From an optimization exercise on the open Yosys and OpenROAD flow, aimed at small area and a short achievable clock period; shortcuts taken in it are not production practice. In this exercise RTL edits were held to simulation tests only and were not proved equivalent to the original. Power and IR drop assume default switching activity.

==> design.v <==
module rc4_cipher_buffer #(
   parameter  int DATA_W = 8,
   parameter  int DEPTH  = 256,
   localparam int ADDR_W = $clog2(DEPTH)
) (
   input  logic              clk,
   input  logic              rst,
   input  logic              flush,
   input  logic              wr_valid,
   input  logic [DATA_W-1:0] wr_data,
   input  logic              rd_start,
   input  logic              rd_ready,
   output logic              rd_valid,
   output logic [DATA_W-1:0] rd_data,
   output logic              rd_last,
   output logic [ADDR_W:0]   frame_len,
   output logic              busy,
   output logic              overflow,
   output logic              wr_drop,
   output logic [1:0]        o_dbg_state
);
   localparam int COL_W = ADDR_W / 2;
   localparam int ROW_W = ADDR_W - COL_W;
   localparam int NCOL  = 1 << COL_W;
   localparam int NROW  = 1 << ROW_W;
   localparam logic [1:0] S_IDLE    = 2'd0;
   localparam logic [1:0] S_CAPTURE = 2'd1;
   localparam logic [1:0] S_HOLD    = 2'd2;
   localparam logic [1:0] S_REPLAY  = 2'd3;
   localparam logic [ADDR_W:0] DEPTH_L = (ADDR_W+1)'(DEPTH);
   logic [DEPTH*DATA_W-1:0] r_ring;
   logic [1:0]        r_state;
   logic [ADDR_W:0]   r_count;
   logic [ADDR_W:0]   r_frame_len;
   logic              r_overflow;
   logic              r_wr_drop;
   logic [ADDR_W-1:0] r_phase;
   logic [NCOL-1:0]   r_col;
   logic [NROW-1:0]   r_row;
   logic              r_prime;      
   logic [ADDR_W-1:0] r_rem;        
   logic              r_rd_valid;
   logic              r_rd_last;
   logic [DATA_W-1:0] r_rd_data;
   logic              w_cap_start;
   logic              w_wr_en;
   logic              w_rep_start;
   logic              w_fetch;
   logic              w_xfer_last;
   logic [ADDR_W-1:0] w_start_pos;
   logic [DATA_W-1:0] w_rd_word;
   assign w_cap_start = ((r_state == S_IDLE) || (r_state == S_HOLD)) & wr_valid;
   assign w_wr_en     = w_cap_start | ((r_state == S_CAPTURE) & wr_valid & (r_count < DEPTH_L));
   assign w_rep_start = (r_state == S_HOLD) & ~wr_valid & rd_start;
   assign w_xfer_last = r_rd_valid & rd_ready & r_rd_last;
   assign w_fetch     = (r_state == S_REPLAY) & ~r_prime & (~r_rd_valid | (rd_ready & ~r_rd_last));
   always_ff @(posedge clk) begin
      r_ring <= {r_ring[(DEPTH-1)*DATA_W-1:0],
                 w_wr_en ? wr_data : r_ring[DEPTH*DATA_W-1 -: DATA_W]};
   end
   always_ff @(posedge clk) begin
      if (w_cap_start) r_phase <= '0;
      else             r_phase <= r_phase + 1'b1;
   end
   always_comb begin
      w_rd_word = '0;
      for (int r = 0; r < NROW; r++) begin
         logic [DATA_W-1:0] row_word;
         row_word = '0;
         for (int c = 0; c < NCOL; c++)
            row_word = row_word | (r_ring[(r*NCOL+c)*DATA_W +: DATA_W] & {DATA_W{r_col[c]}});
         w_rd_word = w_rd_word | (row_word & {DATA_W{r_row[r]}});
      end
   end
   assign w_start_pos = r_phase + 1'b1;
   always_ff @(posedge clk) begin
      if (w_rep_start) begin
         for (int c = 0; c < NCOL; c++) r_col[c] <= (w_start_pos[COL_W-1:0] == c);
         for (int r = 0; r < NROW; r++) r_row[r] <= (w_start_pos[ADDR_W-1:COL_W] == r);
      end else if (!w_fetch) begin
         r_col <= {r_col[NCOL-2:0], r_col[NCOL-1]};
         if (r_col[NCOL-1]) r_row <= {r_row[NROW-2:0], r_row[NROW-1]};
      end
   end
   always_ff @(posedge clk) begin
      if (w_fetch) r_rd_data <= w_rd_word;
   end
   always_ff @(posedge clk) begin
      if (w_rep_start)  r_rem <= ADDR_W'(r_frame_len - 1'b1);
      else if (w_fetch) r_rem <= r_rem - 1'b1;
   end
   always_ff @(posedge clk) begin
      if (!rst || flush) begin
         r_state     <= S_IDLE;
         r_count     <= '0;
         r_frame_len <= '0;
         r_overflow  <= 1'b0;
         r_wr_drop   <= 1'b0;
         r_prime     <= 1'b0;
         r_rd_valid  <= 1'b0;
         r_rd_last   <= 1'b0;
      end else begin
         r_prime <= w_rep_start;
         if (w_cap_start) begin
            r_state     <= S_CAPTURE;
            r_count     <= (ADDR_W+1)'(1);
            r_frame_len <= '0;
            r_overflow  <= 1'b0;
            r_wr_drop   <= 1'b0;
         end else if (w_rep_start) begin
            r_state <= S_REPLAY;
         end
         if (r_state == S_CAPTURE) begin
            if (wr_valid) begin
               if (r_count < DEPTH_L) r_count <= r_count + 1'b1;
               else                   r_overflow <= 1'b1;
            end else begin
               r_frame_len <= r_count;
               r_state     <= S_HOLD;
            end
         end
         if (r_state == S_REPLAY) begin
            if (wr_valid) r_wr_drop <= 1'b1;
            if (w_xfer_last) begin
               r_state    <= S_HOLD;
               r_rd_valid <= 1'b0;
               r_rd_last  <= 1'b0;
            end else if (w_fetch) begin
               r_rd_valid <= 1'b1;
               r_rd_last  <= (r_rem == '0);
            end
         end
      end
   end
   assign rd_valid    = r_rd_valid;
   assign rd_data     = r_rd_data;
   assign rd_last     = r_rd_last;
   assign frame_len   = r_frame_len;
   assign overflow    = r_overflow;
   assign wr_drop     = r_wr_drop;
   assign busy        = r_state[0];
   assign o_dbg_state = r_state;
endmodule
==> run.sh <==
#!/bin/bash
# synth_recipe.tcl (not shown) runs the flow's synth.tcl, then flattens the netlist and writes it again
# the make line also repeats each setting of config.mk as NAME=value (left out here)
make -C /OpenROAD-flow-scripts/flow DESIGN_CONFIG=/design/flow/config.mk WORK_HOME=/design/flow/orfs CLKGATE_MAP_FILE= SYNTH_SCRIPT=/design/flow/synth_recipe.tcl finish
==> config.mk <==
export PLATFORM = sky130hd
export DESIGN_NAME = rc4_cipher_buffer
export DESIGN_NICKNAME = rc4_cipher_buffer
export VERILOG_FILES = /design/flow/design.v
export SDC_FILE = /design/flow/constraint.sdc
export NUM_CORES = 4
export LEC_CHECK = 0
export CAP_MARGIN = 20
export CORE_MARGIN = 2
export CORE_UTILIZATION = 40
export SLEW_MARGIN = 20
==> constraint.sdc <==
create_clock -name core_clock -period 4.2 [get_ports {clk}]
set_input_delay 0.8400 -clock core_clock [delete_from_list [all_inputs] [get_ports {clk}]]
set_output_delay 0.8400 -clock core_clock [all_outputs]
set_load 0.01 [all_outputs]
==> key figures <==
Synthesis
  • Xor/xnor cell area share of the yosys netlist: 0.202%
  • Post-synth EDFFs: 48
  • Main combinational cell family by area after synthesis: compound AO/OA/AOI/OAI gates
  • Yosys cell types: 45
  • Post-Synthesis Net Count: 4083
  • Async SR Flop Fraction: 0%
  • Post-Synth Adder-Cell Area: less than 1%
  • Cell taking the most area after synthesis: dfxtp_1
  • Synth cell count leaders: dfxtp_1 (2081), a22oi_1 (722), a22o_1 (181)
  • Mux contribution to synthesized area: less than 1%
  • Avg Inst Size Synth: 13.9 µm²
  • Yosys Warn Count: 1
  • Synth Area in Simple Gates: 4.08%
  • Synth Area in Compound Gates: 16.7%
  • Synth top area share: 74.0%
  • Part of the Yosys area used for sequential elements: 76.6%
  • Prevailing post-synth register cell: dfxtp_1
  • Synth area leaders: dfxtp_1 (74%), a22oi_1 (9.6%), a22o_1 (2.8%)
  • Most common cell in the netlist: dfxtp_1
  • Cells after Synth: 4063
  • Register bit count reported by yosys: 2129
  • Cell area after synthesis: 56300 µm²

Placement
  • Final GP Congestion: ~0.75
  • HPWL after DPL: 73700 µm
  • Area post-placement: about 59000 µm²
  • PortBufs: 37
  • Pre-CTS setup slack: approximately 1.1 ns

Critical path
  • CP max FO: 19
  • Worst endpoint required time: 3.36 ns
  • Setup crit start kind: flop
  • Worst setup EP type: output pin
  • Crit path DAT: 2.17 ns
  • Crit Path Class: reg2out

STA
  • Worst slew pin tran: about 1.1 ns
  • Final number of hold-violating endpoints: 0
  • Max Clock Freq: 332 MHz
  • Crit path time final: 3.01 ns
  • Final setup viols: 0
  • Final worst path period share: 71.8%
  • Max Slew Vio Count: 0
  • RSZ-0062 raised after global routing: no
  • Final worst slack: 1.19 ns
  • Slew HR: 27.8%
  • Setup_tns: 0 ns
  • Clock skew: 0.0243 ns

Clocking
  • CTS Buf Count: roughly 190
  • Setup Buffers After CTS: 0
  • Root Driver: clkbuf_16
  • CTS tree: built
  • PostCTS Resize Cnt: 0
  • CTS Hold Buffers Added: 0
  • CTS max path bufs: 3
  • Clk sinks: about 2100
  • H-Tree Depth: 4
  • Worst-Skew Late Latency: about 0.8 ns
  • Clock-pin slew on the worst setup and hold paths: ~0.06 ns

Layout
  • Net count, final: just over 4000
  • Design Area, Final: 65400 µm²
  • Layout cells sized above 1: 9.97%
  • Final core occ: 46.9%
  • Synthesis-to-finish area growth: 16.2%

Floorplanning
  • I/O pin cnt: 38
  • Height of the die: roughly 380 µm
  • Row cnt: 137
  • Core area: 140000 µm²
  • Initial core utilization: between 40% and 50%
  • Die area: 144000 µm²
  • Die X: approximately 380 µm

Power and ir drop
  • Worst vdd ir: 467 µV
  • Power Total: about 43 mW
  • Static Leak: between 20 and 25 nW
  • PD cells: 651 nW/µm²

Run status
  • Status: no timing/DRC/antenna violations

Route
  • Via-to-Cell Ratio: 5.48
  • Final WL: 148000 µm
  • TritonRoute pass-1 iters: 7
  • Initial DRC Count: 3113
  • Wire per inst: ~24 µm
  • Drt drc: 0
  • Routed vias: 33700
  • DRT antenna net count: 0

Global route
  • Largest net degree at the start of global routing: 129
  • Initial antenna violation count: 9
  • Vias in the first global route: 34700
  • GR Util All Layers: 20.3%
  • Gr ovfl total: 0
  • First-pass GRT wire length: 221000 µm

Job
  • Max_cap viols: 0

Hold path
  • Hold Crit Class: reg2reg
==> cells in the final DEF (no fill, tap or decap), drive strengths merged, types with 2 or more instances in the layout <==
master,instances
nand2,33
clkinvlp,7
a22oi,722
buf,63
mux2i,8
nor3,8
and2,2
mux2,9
inv,19
clkdlybuf4s50,37
xor2,8
and3,7
xnor2,5
nand2b,9
clkbuf,272
ha,6
dfxtp,2081
a22o,181
nor2b,12
or2,2
clkinv,46
edfxtp,48
o31ai,3
a221oi,157
nand3,151
bufinv,21
o21ai,147
nand4,143
or4,8
a21oi,12
nor2,43
o21bai,2
==> final timing paths <==
path	startpoint	end	slack, ns	depth (start not counted)
worst min-delay path	r_ring[225]$_DFF_P_	r_ring[233]$_DFF_P_	0.33	0
worst max-delay path	r_state[0]$_SDFF_PP0_	o_dbg_state[0]	1.19	2
worst max register to register	r_col[1]$_DFFE_PP_	r_rd_data[4]$_DFFE_PP_	1.20	7
worst min register to register	r_ring[225]$_DFF_P_	r_ring[233]$_DFF_P_	0.33	0
==> registers in the layout (all words and copies together) (netlist names) <==
signal / cells
r_col: 16
r_count: 9
r_frame_len: 9
r_overflow: 1
r_phase: 8
r_prime: 1
r_rd_data: 8
r_rd_last: 1
r_rd_valid: 1
r_rem: 8
r_ring: 2048
r_row: 16
r_state: 2
r_wr_drop: 1
==> report_power, final <==
| part | switching, mW | leakage, nW | total, mW | internal (mW) |
|---|---|---|---|---|
| combinational | 2.56 | 4.19 | 3.14 | 0.578 |
| clock | 7.67 | 3.34 | 18.4 | 10.7 |
| sequential | 0.404 | 17.3 | 21.0 | 20.6 |
==> cell type report <==
| cell class | count | area (µm²) |
|---|---|---|
| diodes | 1 | 2.50 |
| clock buffers | 272 | 5610 |
| clock inverters | 88 | 1150 |
| fillers | 12200 | 74100 |
| inverters | 5 | 18.8 |
| multi-input cells | 1688 | 12100 |
| flip-flops and latches | 2129 | 43100 |
| well taps | 1876 | 2350 |
| repair buffers | 100 | 1060 |
==> critical path, stage by stage (launching register included) <==
cell and delay (ns):
dfxtp_1 0.48, buf_4 0.30, clkdlybuf4s50_1 0.58
==> routing by layer <==
metal / up-vias / share of wire [%] / track usage, % / routed length (µm)
li1: 15400 / - / - / -
met3: 240 / 5.8 / 3.38 / 8630
met2: 1092 / 45 / 31.3 / 66100
met1: 17000 / 47 / 28.5 / 69100
met4: 4 / 2.8 / 7.29 / 4210
met5: - / 0.015 / 0 / 22
==> metrics by stage <==
step                      cells  hold slack, ns
after CTS                  6158           0.333
after global placement     5798           0.333
after floorplan            4063           0.331
after global routing       6158           0.335
after detailed placement   5798           0.336
final                      6159           0.333
==> cell families (layout without fill, tap and decap cells) <==
group,count (synthesis),count (layout)
adders and majority gates,6,6
DFF,2129,2129
muxes,17,17
other,0,1
AOI/OAI and AO/OA,1229,1229
buffers and inverters,246,465
and+or+nand+nor,423,423
xor gates and xnor gates,13,13

==> static timing again, ports no longer ideal <==
How much do the figures lean on ideal ports? The routed layout below was timed once more, with nothing changed but the port constraints.
Step 1 (the two cells are an assumption about what drives the block):
set clk [get_ports {clk}]
set_driving_cell -lib_cell sky130_fd_sc_hd__clkbuf_16 $clk
set_driving_cell -lib_cell sky130_fd_sc_hd__buf_2 [delete_from_list [all_inputs] $clk]
Step 2 moves the port delays by t, midway between the first and last clock arrival at a register: inputs arrive t later, outputs are due t later. That takes back most of the time a late clock gives input paths.
Three values: no drivers, after step 1, after step 2; two values: the first two.
shift t [ns]: 0.883
setup slack, ns: 1.185 / 1.103 / 1.114
latest minus earliest clock arrival (ns): 0.031 / 0.031
After both steps this run still meets setup and hold. For this run, drivers alone change the setup slack by -0.082 ns; drivers and shift together by -0.071 ns.
